Context: an optimization exercise on an open-source flow, tuned for small area, a short achievable clock period and few clock cycles. The choices shown serve that exercise and are no tape-out recipe.
At most, simulation tests tie the RTL to the original design; equivalence was not proved.
The RTL of run 1 was laid out without a check of its function.
Power and IR drop assume default switching activity.

==> flow/design.v <==
  typedef enum logic [3:0] {
    resetState,
    fetch,
    decode,
    executeReg,
    executeImmSigned,
    executeImmZero,
    aluWriteBack,
    loadRead,
    loadWriteBack,
    storeRead,
    storeWrite,
    branchRead,
    branchDone,
    jumpDone
  } cpuState;
  typedef enum logic [1:0] {classJumpNop, classReg, classBranch, classImm} opClass;
  typedef enum logic [3:0] {
    aluAdd = 4'd2,
    aluSub = 4'd3,
    aluOr  = 4'd4,
    aluAnd = 4'd5,
    aluXor = 4'd6,
    aluSlt = 4'd7
  } aluOp;
  localparam logic [3:0] codeJump   = 4'd1;
  localparam logic [3:0] codeBranch = 4'd0;
  localparam logic [3:0] codeLoad   = 4'd11;
  localparam logic [3:0] codeStore  = 4'd12;
  typedef enum logic [1:0] {srcBReg, srcBOne, srcBSignImm, srcBZeroImm} aluSrcBSel;
  typedef enum logic [1:0] {pcFromAlu, pcFromAluOut, pcFromJump} pcSourceSel;
`timescale 1ns/100ps
module registerFile (
  input  logic                            clk,
  input  logic                            reset,
  input  logic [5-1:0]  readAddrA,
  input  logic [5-1:0]  readAddrB,
  input  logic [5-1:0]  writeAddr,
  input  logic [32-1:0]      writeData,
  input  logic                            writeEnable,
  output logic [32-1:0]      readDataA,
  output logic [32-1:0]      readDataB
);
  logic [32-1:0] regs [32];
  logic [32-1:0]  valid;
  logic [32-1:0]  selA, selB;
  always_comb begin
    for (int i = 0; i < 32; i++) begin
      selA[i] = valid[i] && (readAddrA == 5'(i));
      selB[i] = valid[i] && (readAddrB == 5'(i));
    end
  end
  always_comb begin
    readDataA = '0;
    readDataB = '0;
    for (int i = 0; i < 32; i++) begin
      readDataA = readDataA | ({32{selA[i]}} & regs[i]);
      readDataB = readDataB | ({32{selB[i]}} & regs[i]);
    end
  end
  always_ff @(posedge clk) begin
    if (reset) begin
      valid <= '0;
    end else if (writeEnable) begin
      valid[writeAddr] <= 1'b1;
    end
  end
  always_ff @(posedge clk) begin
    if (writeEnable) begin
      regs[writeAddr] <= writeData;
    end
  end
endmodule
`timescale 1ns/100ps
module alu (
  input  logic [32-1:0] srcA,
  input  logic [32-1:0] srcB,
  input  logic                       sub,
  input  logic [1:0]                 logicSel,   
  input  logic                       isArith,    
  output logic [32-1:0] result
);
  logic [32-1:0] sum;
  logic                       lt;
  assign sum = srcA + (srcB ^ {32{sub}}) + 32'(sub);
  assign lt  = (srcA[32-1] != srcB[32-1]) ?
               srcA[32-1] : sum[32-1];
  always_comb begin
    if (isArith) begin
      result = sum;
    end else begin
      case (logicSel)
        2'd0:    result = srcA | srcB;
        2'd1:    result = srcA & srcB;
        2'd2:    result = srcA ^ srcB;
        default: result = 32'(lt);
      endcase
    end
  end
endmodule
`timescale 1ns/100ps
module multiCycleCpu (
  input  logic                              clk,
  input  logic                              reset,
  input  logic [32-1:0]        instr,
  input  logic [32-1:0]        dataReadData,
  output logic [32-1:0]        instrAddr,
  output logic [9-1:0]   dataAddr,
  output logic [32-1:0]        dataWriteData,
  output logic                              dataWrite
);
  localparam int W = 32;
  logic [W-1:0] pc;
  logic [W-1:0] ir;
  logic         dValid;
  logic [3:0]   dCode;
  logic         dRegOp, dImmOp, dZimm, dLoad, dStore, dBeq, dJump;
  logic         dPredTaken;
  logic [4:0]   dRs, dRd, dRb;
  logic [W-1:0] dSimm, dImmExt, dTarget;
  logic [W-1:0] rfA, rfB, dA, dB;
  logic         dRedirect;
  logic [W-1:0] eA, eB, eAlt;
  logic         eWen, eLoad, eStore, eBeq, ePredTaken;
  logic         eSub, eArith;
  logic [1:0]   eLogicSel;
  logic [4:0]   eWaddr;
  logic [8:0]   eAddr;
  logic [W-1:0] aluResult, eResult;
  logic         eRedirect;
  logic [5:0] fOp;
  logic [3:0] fCode;
  logic       fAluOp;
  assign fOp    = instr[31:26];
  assign fCode  = instr[29:26];
  assign fAluOp = (fCode >= 4'd2) && (fCode <= 4'd7);
  always_ff @(posedge clk) begin
    dRegOp <= (fOp[5:4] == 2'b01) && fAluOp;
    dImmOp <= (fOp[5:4] == 2'b11) && fAluOp;
    dZimm  <= (fCode >= 4'd4) && (fCode <= 4'd6);
    dLoad  <= (fOp == 6'h3B);
    dStore <= (fOp == 6'h3C);
    dBeq   <= (fOp == 6'h20);
    dJump  <= (fOp == 6'h01);
    dRb    <= (fOp[5:4] == 2'b01) ? instr[15:11] : instr[25:21];
  end
  assign dCode  = ir[29:26];
  assign dRd    = ir[25:21];
  assign dRs    = ir[20:16];
  assign dSimm   = {{(W-16){ir[15]}}, ir[15:0]};
  assign dImmExt = dZimm ? {{(W-16){1'b0}}, ir[15:0]} : dSimm;
  assign dTarget    = pc + dSimm;
  assign dPredTaken = ir[15];
  assign dRedirect  = dValid && (dJump || (dBeq && dPredTaken));
  registerFile registerFile_i (
    .clk         (clk),
    .reset       (reset),
    .readAddrA   (dRs),
    .readAddrB   (dRb),
    .writeAddr   (eWaddr),
    .writeData   (eResult),
    .writeEnable (eWen),
    .readDataA   (rfA),
    .readDataB   (rfB)
  );
  assign dA = (eWen && (eWaddr == dRs)) ? eResult : rfA;
  assign dB = (eWen && (eWaddr == dRb)) ? eResult : rfB;
  alu alu_i (
    .srcA     (eA),
    .srcB     (eB),
    .sub      (eSub),
    .logicSel (eLogicSel),
    .isArith  (eArith),
    .result   (aluResult)
  );
  assign eResult   = eLoad ? dataReadData : aluResult;
  assign eRedirect = eBeq && ((eA == eB) != ePredTaken);
  always_ff @(posedge clk) begin
    if (reset) begin
      pc <= '0;
    end else if (eRedirect) begin
      pc <= eAlt;
    end else if (dRedirect) begin
      pc <= dTarget;
    end else begin
      pc <= pc + W'(1);
    end
  end
  always_ff @(posedge clk) begin
    ir <= instr;
    if (reset) begin
      dValid <= 1'b0;
    end else begin
      dValid <= !(eRedirect || dRedirect);
    end
  end
  always_ff @(posedge clk) begin
    if (reset || eRedirect || !dValid) begin
      eWen   <= 1'b0;
      eStore <= 1'b0;
      eBeq   <= 1'b0;
    end else begin
      eWen   <= dRegOp || dImmOp || dLoad;
      eStore <= dStore;
      eBeq   <= dBeq;
    end
  end
  always_ff @(posedge clk) begin
    eA         <= dA;
    eB         <= dImmOp ? dImmExt : dB;
    eAlt       <= dPredTaken ? pc : dTarget;
    ePredTaken <= dPredTaken;
    eLoad      <= dLoad;
    eSub       <= (dCode == 4'd3) || (dCode == 4'd7);
    eArith     <= (dCode == 4'd2) || (dCode == 4'd3);
    eLogicSel  <= dCode[1:0];
    eWaddr     <= dRd;
    eAddr      <= ir[8:0];
  end
  assign instrAddr     = pc;
  assign dataAddr      = eAddr;
  assign dataWriteData = eB;
  assign dataWrite     = eStore;
endmodule
==> flow/run.sh <==
#!/bin/bash
# synth_recipe.tcl (not shown) runs the flow's synth.tcl, then flattens the netlist and writes it again
# the make line also repeats each setting of config.mk as NAME=value (left out here)
make -C /OpenROAD-flow-scripts/flow DESIGN_CONFIG=/design/flow/config.mk WORK_HOME=/design/flow/orfs CLKGATE_MAP_FILE= SYNTH_SCRIPT=/design/flow/synth_recipe.tcl finish
==> flow/config.mk <==
export PLATFORM = sky130hd
export DESIGN_NAME = multiCycleCpu
export DESIGN_NICKNAME = multiCycleCpu
export VERILOG_FILES = /design/flow/design.v
export SDC_FILE = /design/flow/constraint.sdc
export NUM_CORES = 4
export LEC_CHECK = 0
export CAP_MARGIN = 20
export CORE_MARGIN = 2
export CORE_UTILIZATION = 40
export SETUP_SLACK_MARGIN = 4
export SLEW_MARGIN = 20
==> flow/constraint.sdc <==
create_clock -name core_clock -period 8.0 [get_ports {clk}]
set_input_delay 1.6000 -clock core_clock [delete_from_list [all_inputs] [get_ports {clk}]]
set_output_delay 1.6000 -clock core_clock [all_outputs]
set_load 0.01 [all_outputs]
==> results.sh, run 1 <==
export IMPL_synth_most_common_cell="edfxtp_1"
export IMPL_vdd_drop_max_mv=0.165
export IMPL_drt_iter0_markers=10900
export IMPL_whs_path_depth=0
export IMPL_rr_startpoint="dRb[0]$_DFF_P_"
export IMPL_synthTopCellsByArea="edfxtp_1, dfxtp_1, a22oi_1"
export IMPL_gp_congestion=0.944
export IMPL_first_pass_iters=13
export IMPL_cts_max_path_buffers=3
export IMPL_die_area_um2=144000
export IMPL_clkLatencyLatePin_ps=820
export IMPL_min_to="eWaddr[4]$_DFF_P_"
export IMPL_worst_r2r_setup_slack_ps=3820
export IMPL_clock_skew_ps=51.0
export IMPL_synth_cells=4485
export IMPL_drc=0
export IMPL_antenna_found_initial=15
export IMPL_syn_cell_area_um2=56500
export IMPL_synth_ff_latch_count=1250
export IMPL_synthToLayoutAreaGrowth_pct=15.0
export IMPL_synth_edf_count=1024
export IMPL_synth_avg_cell_area_um2=12.6
export IMPL_fin_area_um2=65000
export IMPL_worst_hold_path_type="flop to flop"
export IMPL_min_from="ir[25]$_DFF_P_"
export IMPL_place_detailed_hpwl_um=147000
export IMPL_setup_viol=0
export IMPL_finalHoldViolCount=0
export IMPL_start_kind="flop"
export IMPL_max_cap_viol_count=0
export IMPL_pwr_density_cell_nw_per_um2=213
export IMPL_die_w_um=380
export IMPL_initial_core_util_pct=40.4
export IMPL_arrival_ps=4830
export IMPL_drt_total_wl_um=269000
export IMPL_wire_per_inst_um=41.2
export IMPL_htreeDepth=4
export IMPL_synth_common_cells="edfxtp_1, a22oi_1, clkbuf_1"
export IMPL_relSlewSlack_pct=15.3
export IMPL_finalCriticalPeriod_ps=4180
export IMPL_min_period_over_period_pct=52.3
export IMPL_placedCellCount=6276
export IMPL_final_nets=4738
export IMPL_placed_cell_area_um2=60400
export IMPL_outcome="timing/DRC/antenna clean"
export IMPL_grt_max_degree=61
export IMPL_synthDominantAreaCellType="edfxtp_1"
export IMPL_via_per_inst=7.45
export IMPL_synth_top_cell_area_share_pct=54.4
export IMPL_clockRootBuffer="clkbuf_16"
export IMPL_r2r_end="eB[13]$_DFF_P_"
export IMPL_synthFlopType="edfxtp_1"
export IMPL_ys_seq_area_share_pct=62.5
export IMPL_via_count=48700
export IMPL_ys_types=84
export IMPL_worst_setup_path_end_kind="flop"
export IMPL_cts_sinks=1250
export IMPL_synth_fp_nets=4683
export IMPL_gr_total_overflow=0
export IMPL_cp_required_ps=8650
export IMPL_track_usage_pct=35.8
export IMPL_ioPinCount=140
export IMPL_die_height_um=380
export IMPL_cts_tree="yes"
export IMPL_power_leakage_nw=22.1
export IMPL_grt_pass1_wl_um=362000
export IMPL_path_max_fanout=19
export IMPL_rr_worst_depth=10
export IMPL_antenna_left=0
export IMPL_fmax_mhz=239
export IMPL_finalNonFillerCells=6538
export IMPL_slew_viol_final=0
export IMPL_cts_clk_slew_worst_paths_ps=60
export IMPL_core_um2=140000
export IMPL_yosysWarnings=3
export IMPL_nFillCells=12400
export IMPL_grt_pass1_vias=44500
export IMPL_tightest_slew_ps=1270
export IMPL_row_count=137
export IMPL_numCtsBuffers=131
export IMPL_async_reset_ff_share_pct=0
export IMPL_rsz0062_at_grt="false"
export IMPL_drive_gt1_share_pct=11.4
export IMPL_path_class="flop to flop"
export IMPL_numPortBuffers=139
export IMPL_tns_ps=0
-- layout make-up --
cell class,instances,area [µm²],share of cell area (%)
Inverter,104,394,0.607
Multi-Input combinational cell,2768,20000,30.9
Clock buffer,170,3550,5.46
Timing Repair inverter,1,7.51,0.0116
Tap cell,1876,2350,3.61
Clock inverter,68,767,1.18
Antenna cell,17,42.5,0.0655
Sequential cell,1250,35300,54.3
Timing Repair Buffer,284,2520,3.88
-- registers in the layout (all words and copies together), names as in the netlist, 2 cells and up --
| register | cells |
|---|---|
| registerFile_i.regs | 1024 |
| eA | 32 |
| eAlt | 32 |
| eB | 32 |
| pc | 32 |
| registerFile_i.valid | 32 |
| ir | 30 |
| eAddr | 9 |
| dRb | 5 |
| eWaddr | 5 |
| eLogicSel | 2 |
-- worst max-delay path, stage by stage (launching register included) --
cell      delay [ps]
dfxtp_1          550
nor3b_1          600
and3_2           870
buf_4            710
a22o_1           260
a221oi_1          50
nand4_1          100
nor3_1           100
nand2_1          230
o21ai_0          130
o21ai_0          390
-- layer usage --
layer  up-vias  track usage [%]  wire length [µm]
met3      1629             16.0             46600
met4        25             22.0             22200
met1     23500             43.9             90900
li1      18200                -                 -
met5         -             1.49               518
met2      5323             51.2            109000
-- cell usage in the layout (no fill, tap or decap), types with 17 or more instances in the layout --
cell type	count
clkbuf_1	31
xor2_1	75
edfxtp_1	1024
buf_4	139
a221oi_1	258
ha_1	130
diode_2	17
and3_1	24
a211oi_1	22
clkdlybuf4s50_1	138
nor2_4	32
nand3_1	72
nor2_1	169
a21oi_1	194
xnor2_1	48
mux2_2	17
and3_2	58
nand4_1	182
nor4_1	23
nor3_1	70
o21a_1	21
nand2_1	163
a21o_1	26
a22o_1	258
a22oi_1	514
o21ai_0	127
clkinv_1	17
inv_1	101
clkbuf_16	135
dfxtp_1	221
-- cells by family after synthesis --
kind of cell	count (synthesis)	synth area share, %
simple gates	913	8.35
compound gates	1566	20.6
mux	32	0.605
xor+xnor	123	1.91
buf+inv	469	3.13
flops	1250	62.5
fa+ha+maj	132	2.95
-- where the power goes --
part           total, W  switching [W]  internal [W]
clock           0.00622        0.00275       0.00347
combinational  0.000474       0.000318      0.000156
sequential      0.00714      0.0000540       0.00708
total            0.0138        0.00312        0.0107
-- worst max-delay path by stage --
| stage | start | endpoint | slack, ps | cells past startpoint |
|---|---|---|---|---|
| 2_1_floorplan | eSub$_DFF_P_ | registerFile_i.regs[0][22]$_DFFE_PP_ | 4030 | 12 |
| 3_3_place_gp | eSub$_DFF_P_ | registerFile_i.regs[14][26]$_DFFE_PP_ | 2940 | 10 |
| 3_5_place_dp | eSub$_DFF_P_ | registerFile_i.regs[6][26]$_DFFE_PP_ | 2870 | 10 |
| 4_1_cts | eB[0]$_DFF_P_ | registerFile_i.regs[14][26]$_DFFE_PP_ | 4010 | 10 |
| 5_1_grt | eB[0]$_DFF_P_ | eB[24]$_DFF_P_ | 3990 | 11 |
| 6_report | dRb[0]$_DFF_P_ | eB[13]$_DFF_P_ | 3820 | 10 |
-- what timing repair did --
action                     4_1_cts  5_1_grt
gates resized for setup          6       17
hold buffers                     0        0
setup endpoints to repair      534      140
gates cloned                     0        3
buffers inserted                 1        3
pin swaps                        0        4
-- metrics by stage --
stage                     setup slack (ps)  util [%]  total power (W)  hold slack, ps
after global placement                2940      43.1          0.00772             314
final                                 3820      46.4           0.0138             326
after global routing                  3990      46.4           0.0141             331
after CTS                             4010      46.3           0.0138             329
after detailed placement              2870      43.2          0.00773             314
after floorplan                       4030         -          0.00751             310
==> run 2: changes to the inputs <==
--- a/flow/design.v
+++ b/flow/design.v
@@ -43,21 +43,8 @@
 );
   logic [32-1:0] regs [32];
   logic [32-1:0]  valid;
-  logic [32-1:0]  selA, selB;
-  always_comb begin
-    for (int i = 0; i < 32; i++) begin
-      selA[i] = valid[i] && (readAddrA == 5'(i));
-      selB[i] = valid[i] && (readAddrB == 5'(i));
-    end
-  end
-  always_comb begin
-    readDataA = '0;
-    readDataB = '0;
-    for (int i = 0; i < 32; i++) begin
-      readDataA = readDataA | ({32{selA[i]}} & regs[i]);
-      readDataB = readDataB | ({32{selB[i]}} & regs[i]);
-    end
-  end
+  assign readDataA = valid[readAddrA] ? regs[readAddrA] : '0;
+  assign readDataB = valid[readAddrB] ? regs[readAddrB] : '0;
   always_ff @(posedge clk) begin
     if (reset) begin
       valid <= '0;
@@ -113,8 +100,9 @@
   logic [W-1:0] pc;
   logic [W-1:0] ir;
   logic         dValid;
+  logic [5:0]   dOp;
   logic [3:0]   dCode;
-  logic         dRegOp, dImmOp, dZimm, dLoad, dStore, dBeq, dJump;
+  logic         dRegOp, dImmOp, dAluOp, dZimm, dLoad, dStore, dBeq, dJump;
   logic         dPredTaken;
   logic [4:0]   dRs, dRd, dRb;
   logic [W-1:0] dSimm, dImmExt, dTarget;
@@ -128,25 +116,19 @@
   logic [8:0]   eAddr;
   logic [W-1:0] aluResult, eResult;
   logic         eRedirect;
-  logic [5:0] fOp;
-  logic [3:0] fCode;
-  logic       fAluOp;
-  assign fOp    = instr[31:26];
-  assign fCode  = instr[29:26];
-  assign fAluOp = (fCode >= 4'd2) && (fCode <= 4'd7);
-  always_ff @(posedge clk) begin
-    dRegOp <= (fOp[5:4] == 2'b01) && fAluOp;
-    dImmOp <= (fOp[5:4] == 2'b11) && fAluOp;
-    dZimm  <= (fCode >= 4'd4) && (fCode <= 4'd6);
-    dLoad  <= (fOp == 6'h3B);
-    dStore <= (fOp == 6'h3C);
-    dBeq   <= (fOp == 6'h20);
-    dJump  <= (fOp == 6'h01);
-    dRb    <= (fOp[5:4] == 2'b01) ? instr[15:11] : instr[25:21];
-  end
+  assign dOp    = ir[31:26];
   assign dCode  = ir[29:26];
   assign dRd    = ir[25:21];
   assign dRs    = ir[20:16];
+  assign dAluOp = (dCode >= 4'd2) && (dCode <= 4'd7);
+  assign dRegOp = (dOp[5:4] == 2'b01) && dAluOp;
+  assign dImmOp = (dOp[5:4] == 2'b11) && dAluOp;
+  assign dZimm  = (dCode >= 4'd4) && (dCode <= 4'd6);
+  assign dLoad  = (dOp == 6'h3B);
+  assign dStore = (dOp == 6'h3C);
+  assign dBeq   = (dOp == 6'h20);
+  assign dJump  = (dOp == 6'h01);
+  assign dRb = (dOp[5:4] == 2'b01) ? ir[15:11] : dRd;
   assign dSimm   = {{(W-16){ir[15]}}, ir[15:0]};
   assign dImmExt = dZimm ? {{(W-16){1'b0}}, ir[15:0]} : dSimm;
   assign dTarget    = pc + dSimm;
--- a/flow/config.mk
+++ b/flow/config.mk
@@ -8,5 +8,4 @@
 export CAP_MARGIN = 20
 export CORE_MARGIN = 2
 export CORE_UTILIZATION = 40
-export SETUP_SLACK_MARGIN = 4
 export SLEW_MARGIN = 20
==> results.sh, run 2 <==
export IMPL_slew_viol_final=0
export IMPL_ctsResizeCount=0
export IMPL_max_stage_delay_ps=820
export IMPL_drt_iter0_markers=6532
export IMPL_min_period_over_period_pct=66.1
export IMPL_async_reset_ff_share_pct=0
export IMPL_grt_pass1_vias=44000
export IMPL_cpLargestDelayFamily="simple AND/OR/NAND/NOR gates"
export IMPL_worst_r2r_setup_slack_ps=2710
export IMPL_worst_hold_path_type="flop to flop"
export IMPL_drc=0
export IMPL_via_count=46500
export IMPL_clockRootBuffer="clkbuf_16"
export IMPL_vdd_drop_max_mv=0.200
export IMPL_grt_pass1_wl_um=304000
export IMPL_synthDominantAreaCellType="edfxtp_1"
export IMPL_track_usage_pct=26.2
export IMPL_antenna_found_initial=5
export IMPL_outcome="timing/DRC/antenna clean"
export IMPL_initial_core_util_pct=40.4
export IMPL_ys_types=75
export IMPL_cts_max_path_buffers=3
export IMPL_first_pass_iters=7
export IMPL_final_common_cell="nand2_1"
export IMPL_synth_avg_cell_area_um2=11.9
export IMPL_arrival_ps=5940
export IMPL_synth_fp_nets=5434
export IMPL_via_per_inst=6.29
export IMPL_max_cap_viol_count=0
export IMPL_synth_edf_count=1024
export IMPL_cp_required_ps=8650
export IMPL_pwr_density_cell_nw_per_um2=217
export IMPL_cts_clk_slew_worst_paths_ps=70
export IMPL_numCtsBuffers=130
export IMPL_relSlewSlack_pct=23.5
export IMPL_syn_cell_area_um2=62400
export IMPL_worst_setup_path_end_kind="flop"
export IMPL_clkLatencyLatePin_ps=780
export IMPL_hold_buffers=0
export IMPL_synthTopCellsByArea="edfxtp_1, mux4_2, nand2_1"
export IMPL_post_cts_repair_setup_buffers=0
export IMPL_numPortBuffers=139
export IMPL_finalHoldViolCount=0
export IMPL_wire_per_inst_um=28.7
export IMPL_fmax_mhz=189
export IMPL_ioPinCount=140
export IMPL_clock_skew_ps=32.2
export IMPL_synth_most_common_cell="nand2_1"
export IMPL_rsz0062_at_grt="false"
export IMPL_gr_total_overflow=0
export IMPL_antenna_left=0
export IMPL_path_class="flop to flop"
export IMPL_htreeDepth=4
export IMPL_placedCellCount=7142
export IMPL_finalNonFillerCells=7381
export IMPL_synthFlopType="edfxtp_1"
export IMPL_synthToLayoutAreaGrowth_pct=12.9
export IMPL_largest_reg_flops=1024
export IMPL_synth_common_cells="nand2_1, edfxtp_1, nand3_1"
export IMPL_regMostFlops="registerFile_i.regs"
export IMPL_yosysWarnings=3
export IMPL_layout_setup_ws_ps=2710
export IMPL_cts_tree="yes"
export IMPL_gp_congestion=0.910
export IMPL_setup_viol=0
export IMPL_dp_slack_ps=2860
export IMPL_cts_sinks=1240
export IMPL_synth_top_cell_area_share_pct=49.3
export IMPL_nFillCells=13700
export IMPL_start_kind="flop"
export IMPL_die_area_um2=159000
export IMPL_die_w_um=399
export IMPL_row_count=144
export IMPL_synth_ff_latch_count=1240
export IMPL_synth_cells=5236
export IMPL_finalCriticalPeriod_ps=5290
export IMPL_die_height_um=399
export IMPL_drive_gt1_share_pct=13.8
export IMPL_final_nets=5428
export IMPL_path_cells="nand2b_1 -> mux2i_4 -> buf_12 -> mux4_2 -> mux2i_1 -> a221o_1 -> or4_1 -> buf_4 -> nor2_8 -> o21ai_0 -> o311ai_1"
export IMPL_slowest_stage="nand2b_1"
export IMPL_path_max_fanout=131
export IMPL_drt_total_wl_um=212000
export IMPL_tightest_slew_ps=1120
export IMPL_place_detailed_hpwl_um=119000
export IMPL_tns_ps=0
export IMPL_core_um2=154000
export IMPL_grt_max_degree=179
export IMPL_layout_common_cells="nand2_1, edfxtp_1, nand3_1"
export IMPL_power_leakage_nw=24.7
export IMPL_ys_seq_area_share_pct=56.2
export IMPL_path_buf_inv=2
-- run 2: cell count changes after synthesis, moves of 23 or more --
cell,before,now
a22oi_1,514,3
a311oi_1,2,184
a21oi_1,200,174
clkbuf_1,319,253
buf_1,41,64
nand4_1,182,20
nand3_1,74,495
a221oi_1,258,1
mux4_2,0,335
buf_2,5,60
a22o_1,258,1
nand2_1,163,1165
mux2i_1,15,60
nor3_1,83,33
-- run 2: metrics by stage --
stage / util [%] / power (W) / hold slack [ps] / cell area (µm²)
6_report: 45.6 / 0.0153 / 425 / 70400
4_1_cts: 45.6 / 0.0153 / 436 / 70400
3_5_place_dp: 42.9 / 0.00926 / 422 / 66200
2_1_floorplan: - / 0.00855 / 346 / 62400
3_3_place_gp: 42.8 / 0.00924 / 420 / 66200
5_1_grt: 45.6 / 0.0157 / 448 / 70400
-- run 2: where the power goes --
group,internal (W),leakage [nW],total (W),switching (W)
Clock,0.00350,2.08,0.00609,0.00259
Sequential,0.00716,11.2,0.00731,0.000146
Combinational,0.000650,11.5,0.00186,0.00121
Total,0.0113,24.7,0.0153,0.00395
-- run 2: worst paths after layout --
check                       from  cells after the start                to
setup / recovery  ir[31]$_DFF_P_                     11    eB[31]$_DFF_P_
hold / removal     ir[4]$_DFF_P_                      0  eAddr[4]$_DFF_P_
setup reg to reg  ir[31]$_DFF_P_                     11    eB[31]$_DFF_P_
hold reg to reg    ir[4]$_DFF_P_                      0  eAddr[4]$_DFF_P_
-- run 2: logic make-up (layout without fill, tap and decap cells) --
family / Yosys count / count (layout) / synth area share [%]
buf+inv: 496 / 596 / 3.15
compound gates: 740 / 740 / 8.22
flops: 1240 / 1240 / 56.2
fa+ha+maj: 132 / 132 / 2.67
simple gates: 2086 / 2086 / 14.5
other cells: 0 / 1 / 0
mux: 416 / 416 / 13.5
xor+xnor: 126 / 126 / 1.77
-- run 2: area by class of cell --
cell class / count / area, µm² / area share [%]
sequential: 1240 / 35100 / 49.8
multi-input combinational: 3500 / 25800 / 36.6
clock buffer: 177 / 3630 / 5.15
tap: 2044 / 2560 / 3.63
timing repair buffer: 244 / 2310 / 3.28
clock inverter: 61 / 632 / 0.897
inverter: 114 / 428 / 0.607
antenna: 1 / 2.50 / 0.00355
-- run 2: layer usage --
layer	vias up	wire length (µm)	track usage, %
met4	8	9510	11.4
met3	518	25300	6.30
met2	2913	94700	40.4
met5	-	53	0
li1	19700	-	-
met1	23300	81900	35.1
Testbench counts of run 2, summed over its fixed seeds: cycles 14,483.

==> afterwards: timing with drivers on the ports <==
How much do the figures lean on ideal ports? The routed layouts below were timed once more, with nothing changed but the port constraints.
Step 1, drivers: a clkbuf_16 drives clk and a buf_2 each remaining input, both assumed.
Step 2 moves the port delays by t, midway between the first and last clock arrival at a register: inputs arrive t later, outputs are due t later. That takes back most of the time a late clock gives input paths.
Slacks: no drivers / after step 1 / after step 2; pairs: no drivers / after step 1.
run | shift t [ns] | slack for setup (ns) | worst register clock-pin slew, ns
run 1 | 0.878 | 3.817 / 3.817 / 3.817 | 0.07 / 0.07
run 2 | 0.851 | 2.711 / 2.711 / 2.711 | 0.07 / 0.07
After both steps every run listed still meets setup and hold.
